Context: an optimization exercise on an open-source flow, tuned for small area and a short achievable clock period. The choices shown serve that exercise and are no tape-out recipe. Function was checked by simulation only, so behaviour that the tests miss may differ from the original. Power is estimated from default activity; no workload was simulated.

==> flow/design.v <==
`timescale 1ns / 1ps
`default_nettype none
package crcfr_pkg;
	localparam logic [31:0] CRC_POLY = 32'hEDB8_8320;
	localparam logic [31:0] CRC_INIT = 32'hFFFF_FFFF;
	localparam logic [31:0] CRC_RESIDUE  = 32'hDEBB_20E3;
	localparam logic [7:0]  RES_LOW_KEY  = 8'hED;
	localparam logic [23:0] RES_HIGH_KEY = 24'h00BE26;
	localparam logic [15:0] RES_PRE_KEY  = 16'hBE26;
	localparam logic [7:0] TYPE_INPUT = 8'h01;
	localparam logic [7:0] TYPE_EMPTY = 8'h02;
	localparam logic [2:0] STATUS_OK        = 3'd0;
	localparam logic [2:0] STATUS_SHORT     = 3'd1;
	localparam logic [2:0] STATUS_BAD_MAGIC = 3'd2;
	localparam logic [2:0] STATUS_BAD_CRC   = 3'd3;
	localparam logic [2:0] STATUS_EMPTY     = 3'd4;
	localparam logic [2:0] STATUS_TOO_LONG  = 3'd5;
	function automatic logic [31:0] crc32_byte(input logic [31:0] crc, input logic [7:0] b);
		logic [31:0] c;
		c = crc ^ {24'd0, b};
		for (int i = 0; i < 8; i++) begin
			c = c[0] ? ((c >> 1) ^ CRC_POLY) : (c >> 1);
		end
		crc32_byte = c;
	endfunction
endpackage
`default_nettype wire
`timescale 1ns / 1ps
`default_nettype none
module crcfr_frame_state (
	input  wire logic        in_valid,
	input  wire logic        out_ready,
	input  wire logic        out_valid_q,
	input  wire logic        mid,          
	input  wire logic [7:0]  data_byte,
	input  wire logic        last_byte,
	input  wire logic [7:0]  crc_lo,       
	input  wire logic        pre_in,       
	input  wire logic [2:0]  pre_status,   
	input  wire logic [32:0] at,           
	output logic             in_ready,
	output logic             in_xfer,
	output logic             drop_hdr,     
	output logic [2:0]       stat,
	output logic [7:0]       fill,
	output logic [32:0]      wr
);
	logic lo_match, xlast, keep_hdr, keep_in;
	logic pre_chk, pre_ok;
	assign pre_chk  = (pre_status == crcfr_pkg::STATUS_OK)
	               || (pre_status == crcfr_pkg::STATUS_EMPTY);
	assign pre_ok   = (pre_status == crcfr_pkg::STATUS_OK);
	assign in_ready = !out_valid_q || out_ready;
	assign in_xfer  = in_valid && in_ready;
	assign xlast    = in_xfer && last_byte;
	assign lo_match = ((crc_lo ^ data_byte) == crcfr_pkg::RES_LOW_KEY);
	assign keep_hdr = mid && pre_ok && lo_match;
	assign keep_in  = mid && pre_in && lo_match;
	assign drop_hdr = last_byte && !keep_hdr;
	assign stat     = !mid ? crcfr_pkg::STATUS_SHORT
	                : (pre_chk && !lo_match) ? crcfr_pkg::STATUS_BAD_CRC : pre_status;
	assign fill     = last_byte ? 8'd0 : data_byte;
	for (genvar k = 0; k <= 32; k++) begin : g_wr
		if (k >= 17) begin : g_in
			assign wr[k] = (in_xfer && at[k]) || (xlast && !keep_in);
		end else begin : g_hdr
			assign wr[k] = (in_xfer && at[k]) || (xlast && !keep_hdr);
		end
	end
endmodule
`default_nettype wire
`timescale 1ns / 1ps
`default_nettype none
module crc_frame_receiver_core (
	input  wire logic               clk,
	input  wire logic               arst_n,
	input  wire logic               magic_wr_en,
	input  wire logic [15:0]        magic_wr_data,
	input  wire logic               in_valid,
	output logic                    in_ready,
	input  wire logic [7:0]         data_byte,
	input  wire logic               last_byte,
	output logic                    out_valid,
	input  wire logic               out_ready,
	output logic [2:0]              status,
	output logic [7:0]              msg_type,
	output logic [31:0]             seq_number,
	output logic [63:0]             timestamp_bits,
	output logic [63:0]             keys_low,
	output logic [15:0]             keys_high,
	output logic signed [15:0]      cursor_dx,
	output logic signed [15:0]      cursor_dy,
	output logic [7:0]              buttons,
	output logic signed [7:0]       scroll,
	output logic [10:0]             payload_length
);
	localparam logic [10:0] CNT_BYTE0 = 11'd2027;
	logic [15:0]  magic_q;
	logic         out_valid_q;
	logic         mid_q;
	logic [10:0]  cnt_q;
	logic         nx_long_q;
	logic         magic_ok_q;
	logic [31:0]  crc_q;
	logic         pre_in_q;
	logic [2:0]   pre_status_q;
	logic [2:0]   status_q;
	logic [7:0]   type_q;
	logic [31:0]  seq_q;
	logic [63:0]  time_q;
	logic [79:0]  keys_q;
	logic [15:0]  dx_q;
	logic [15:0]  dy_q;
	logic [7:0]   buttons_q;
	logic [7:0]   scroll_q;
	logic         in_xfer;
	logic         first;
	logic [32:0]  at;
	logic [10:0]  cnt_inc;
	logic         long_c;
	logic         long_n, lt21_n, lt37_n, eq21_n;
	logic         magic_ok_n;
	logic [7:0]   type_n;
	logic         is_input_n, is_empty_n;
	logic         crc_hi_ok_n;
	logic [31:0]  crc_nxt;
	logic         pre_ok_n;
	logic [2:0]   pre_status_n;
	logic [2:0]   stat_c;
	logic         drop_hdr;
	logic [7:0]   fill;
	logic [32:0]  wr;
	assign first = !mid_q;
	assign at[0] = first;
	for (genvar k = 1; k <= 32; k++) begin : g_at
		assign at[k] = mid_q && (cnt_q == 11'((k + 2027) % 2048));
	end
	assign cnt_inc  = (first ? CNT_BYTE0 : cnt_q) + 11'd1;
	assign long_c   = mid_q && nx_long_q;
	assign crc_nxt = crcfr_pkg::crc32_byte(first ? crcfr_pkg::CRC_INIT : crc_q, data_byte);
	assign long_n      = long_c || (mid_q && cnt_q == 11'd2026);
	assign lt21_n      = first || (cnt_q >= 11'd2027 && cnt_q <= 11'd2045);
	assign lt37_n      = first || cnt_q >= 11'd2027 || cnt_q <= 11'd13;
	assign eq21_n      = mid_q && cnt_q == 11'd2046;
	assign magic_ok_n  = at[0] ? (data_byte == magic_q[7:0])
	                   : at[1] ? (magic_ok_q && data_byte == magic_q[15:8]) : magic_ok_q;
	assign type_n      = at[3] ? data_byte : type_q;
	assign is_input_n  = (type_n == crcfr_pkg::TYPE_INPUT);
	assign is_empty_n  = (type_n == crcfr_pkg::TYPE_EMPTY);
	assign crc_hi_ok_n = mid_q && data_byte == crc_q[7:0]
	                  && crc_q[31:16] == crcfr_pkg::RES_PRE_KEY;
	always_comb begin
		if (long_n) begin
			pre_status_n = crcfr_pkg::STATUS_TOO_LONG;
		end else if (lt21_n || (is_input_n && lt37_n)) begin
			pre_status_n = crcfr_pkg::STATUS_SHORT;
		end else if (!magic_ok_n) begin
			pre_status_n = crcfr_pkg::STATUS_BAD_MAGIC;
		end else if (!crc_hi_ok_n) begin
			pre_status_n = crcfr_pkg::STATUS_BAD_CRC;
		end else begin
			if (is_empty_n && eq21_n) begin
				pre_status_n = crcfr_pkg::STATUS_EMPTY;
			end else begin
				pre_status_n = crcfr_pkg::STATUS_OK;
			end
		end
	end
	assign pre_ok_n = (pre_status_n == crcfr_pkg::STATUS_OK);
	crcfr_frame_state u_xfer (
		.in_valid    (in_valid),
		.out_ready   (out_ready),
		.out_valid_q (out_valid_q),
		.mid         (mid_q),
		.data_byte   (data_byte),
		.last_byte   (last_byte),
		.crc_lo      (crc_q[7:0]),
		.pre_in      (pre_in_q),
		.pre_status  (pre_status_q),
		.at          (at),
		.in_ready    (in_ready),
		.in_xfer     (in_xfer),
		.drop_hdr    (drop_hdr),
		.stat        (stat_c),
		.fill        (fill),
		.wr          (wr)
	);
	always_ff @(posedge clk or negedge arst_n) begin
		if (!arst_n) begin
			magic_q <= '0;
		end else if (magic_wr_en) begin
			magic_q <= magic_wr_data;
		end
	end
	always_ff @(posedge clk or negedge arst_n) begin
		if (!arst_n) begin
			out_valid_q <= 1'b0;
		end else if (in_xfer && last_byte) begin
			out_valid_q <= 1'b1;
		end else if (out_ready) begin
			out_valid_q <= 1'b0;
		end
	end
	always_ff @(posedge clk or negedge arst_n) begin
		if (!arst_n) begin
			mid_q <= 1'b0;
		end else if (in_xfer) begin
			mid_q <= !last_byte;
		end
	end
	always_ff @(posedge clk) begin
		if (in_xfer) begin
			cnt_q       <= drop_hdr ? 11'd0 : cnt_inc;
			nx_long_q    <= long_n;
			crc_q        <= crc_nxt;
			magic_ok_q   <= magic_ok_n;
			pre_in_q     <= pre_ok_n && is_input_n;
			pre_status_q <= pre_status_n;
			if (last_byte) status_q <= stat_c;
		end
	end
	always_ff @(posedge clk) begin
		if (wr[3]) type_q <= fill;
		for (int i = 0; i < 4; i++) begin
			if (wr[5 + i]) seq_q[8*i +: 8] <= fill;
		end
		for (int i = 0; i < 8; i++) begin
			if (wr[9 + i]) time_q[8*i +: 8] <= fill;
		end
		for (int i = 0; i < 10; i++) begin
			if (wr[17 + i]) keys_q[8*i +: 8] <= fill;
		end
		for (int i = 0; i < 2; i++) begin
			if (wr[27 + i]) dx_q[8*i +: 8] <= fill;
			if (wr[29 + i]) dy_q[8*i +: 8] <= fill;
		end
		if (wr[31]) buttons_q <= fill;
		if (wr[32]) scroll_q  <= fill;
	end
	assign out_valid      = out_valid_q;
	assign status         = status_q;
	assign msg_type       = type_q;
	assign seq_number     = seq_q;
	assign timestamp_bits = time_q;
	assign payload_length = cnt_q;
	assign keys_low       = keys_q[63:0];
	assign keys_high      = keys_q[79:64];
	assign cursor_dx      = dx_q;
	assign cursor_dy      = dy_q;
	assign buttons        = buttons_q;
	assign scroll         = scroll_q;
endmodule
`default_nettype wire
export LEC_CHECK = 0
export CAP_MARGIN = 20
export CORE_MARGIN = 2
export CORE_UTILIZATION = 40
export SETUP_SLACK_MARGIN = 2.65
export SLEW_MARGIN = 20
export TNS_END_PERCENT = 10
create_clock -name core_clock -period 5.0 [get_ports {clk}]
standard.sh (not shown) runs the stock make flow with config.mk's settings and CLKGATE_MAP_FILE= SYNTH_SCRIPT=/design/flow/synth_recipe.tcl, a recipe that flattens the netlist after the stock synthesis.
==> flow/flow/run.sh <==
#!/bin/bash
# Layout: the standard ORFS flow (standard.sh, which also runs the
# standard synthesis), with changes made through ORFS's own variables:
# - DONT_USE_CELLS is the platform's own list plus the cells in
#   flow/dont_use.txt (delay cells, and the non-inverting AND/OR-type gates,
#   so that synthesis and the resizer build the logic from inverting gates);
# - buffer_ports inserts sky130_fd_sc_hd__buf_1 as every port's buffer (the
#   resizer may still upsize them);
# - clock tree synthesis inserts no dummy loads, with clkbuf_8 buffers and
#   sink clusters of at most 16 flip-flops within 60 um.
# Each tool's full output is in standard_flow.log here and in ORFS's logs
# under orfs/logs.
set -euo pipefail
dont_use=$(grep -v '^#' flow/dont_use.txt | tr '\n' ' ')
export BUFFER_PORTS_ARGS="-buffer_cell sky130_fd_sc_hd__buf_1"
export CTS_ARGS="-sink_clustering_enable -repair_clock_nets -buf_list sky130_fd_sc_hd__clkbuf_8 -dont_use_dummy_load -sink_clustering_size 16 -sink_clustering_max_diameter 60"
bash standard.sh "DONT_USE_CELLS=$dont_use" finish > standard_flow.log 2>&1
Other scripts of this flow, unchanged in this note and not shown: flow/flow/dont_use.txt
Edit:
--- a/flow/flow/run.sh
+++ b/flow/flow/run.sh
@@ -9,2 +9,2 @@
-# - clock tree synthesis inserts no dummy loads, with clkbuf_8 buffers and
-#   sink clusters of at most 16 flip-flops within 60 um.
+# - clock tree synthesis inserts no dummy loads, with clkbuf_4 buffers and
+#   sink clusters of at most 10 flip-flops within 50 um.
@@ -16 +16 @@
-export CTS_ARGS="-sink_clustering_enable -repair_clock_nets -buf_list sky130_fd_sc_hd__clkbuf_8 -dont_use_dummy_load -sink_clustering_size 16 -sink_clustering_max_diameter 60"
+export CTS_ARGS="-sink_clustering_enable -repair_clock_nets -buf_list sky130_fd_sc_hd__clkbuf_4 -dont_use_dummy_load -sink_clustering_size 10 -sink_clustering_max_diameter 50"
Settings changed: SETUP_SLACK_MARGIN 2.65 to 2.75, TNS_END_PERCENT 10 to 30.
Result: The changed run completed without violations; global-route usage increases by 0.25 points; synthesized cell count does not change; combinational power increases by about 7%; wire length increases by 1.7%; total power decreases by 0.55%; design area increases by 2.5%; count of clock-buffer cells in the layout increases by 12; synthesized area is unchanged; critical path depth decreases by 3; core utilization increases by 1.3 points; die area does not change.
Edit:
--- a/flow/flow/run.sh
+++ b/flow/flow/run.sh
@@ -9,2 +9,2 @@
-# - clock tree synthesis inserts no dummy loads, with clkbuf_4 buffers and
-#   sink clusters of at most 10 flip-flops within 50 um.
+# - clock tree synthesis inserts no dummy loads, with clkbuf_8 buffers and
+#   sink clusters of at most 16 flip-flops within 60 um.
@@ -16 +16 @@
-export CTS_ARGS="-sink_clustering_enable -repair_clock_nets -buf_list sky130_fd_sc_hd__clkbuf_4 -dont_use_dummy_load -sink_clustering_size 10 -sink_clustering_max_diameter 50"
+export CTS_ARGS="-sink_clustering_enable -repair_clock_nets -buf_list sky130_fd_sc_hd__clkbuf_8 -dont_use_dummy_load -sink_clustering_size 16 -sink_clustering_max_diameter 60"
Combinational power decreases by about 2%.
Sequential share of layout area increases by 0.48 points.
Critical path depth decreases by 2.
Utilization decreases by 0.39 points.
Power increases by about 1.6%.
Register-to-register slack is better by 0.03 ns.
Edit:
Settings changed: CORE_UTILIZATION 40 to 50, SETUP_SLACK_MARGIN 2.75 to 2.8.
Effect:
- The changed run passed the timing, DRC and antenna checks
- first-iteration DRC count decreases by about a fifth
- non-clock buffer count climbs by 12
- sequential power hardly moves
- synthesized cell count does not change
- final area decreases slightly
- power went up slightly
- count of clock-buffer cells in the layout decreases by 3
- hold slack hardly moves
- core utilization goes up by 12 points

-- what the ideal ports hide --
The flow's constraints put no driver on any port. The routed layouts listed below were extracted and timed again, unchanged, in two steps. Step 1 (the two cells are an assumption about what drives the block):
set clk [get_ports {clk}]
set_driving_cell -lib_cell sky130_fd_sc_hd__clkbuf_16 $clk
set_driving_cell -lib_cell sky130_fd_sc_hd__buf_2 [delete_from_list [all_inputs] $clk]
Step 2 adds t to the input delays and takes it off the output delays; t is the mean of the earliest and latest rising clock arrival at the registers after step 1. Input paths then give back, and output paths get back, about the clock's delay inside the block. Three values: ideal ports, drivers, drivers and shift; two values: the first two.
run	t (ns)	setup WS [ns]	worst slew at a driven data input, ns
the first run	0.599	2.611 / 2.575 / 2.035	0.07
the second run	0.656	2.642 / 2.619 / 2.148	0.05
the third run	0.594	2.632 / 2.588 / 2.157	0.05
the fourth run	0.588	2.618 / 2.595 / 2.190	0.05
After both steps every run listed still meets setup and hold. For the first run, which loses most, drivers alone change the setup slack by -0.036 ns; drivers and shift together by -0.576 ns.
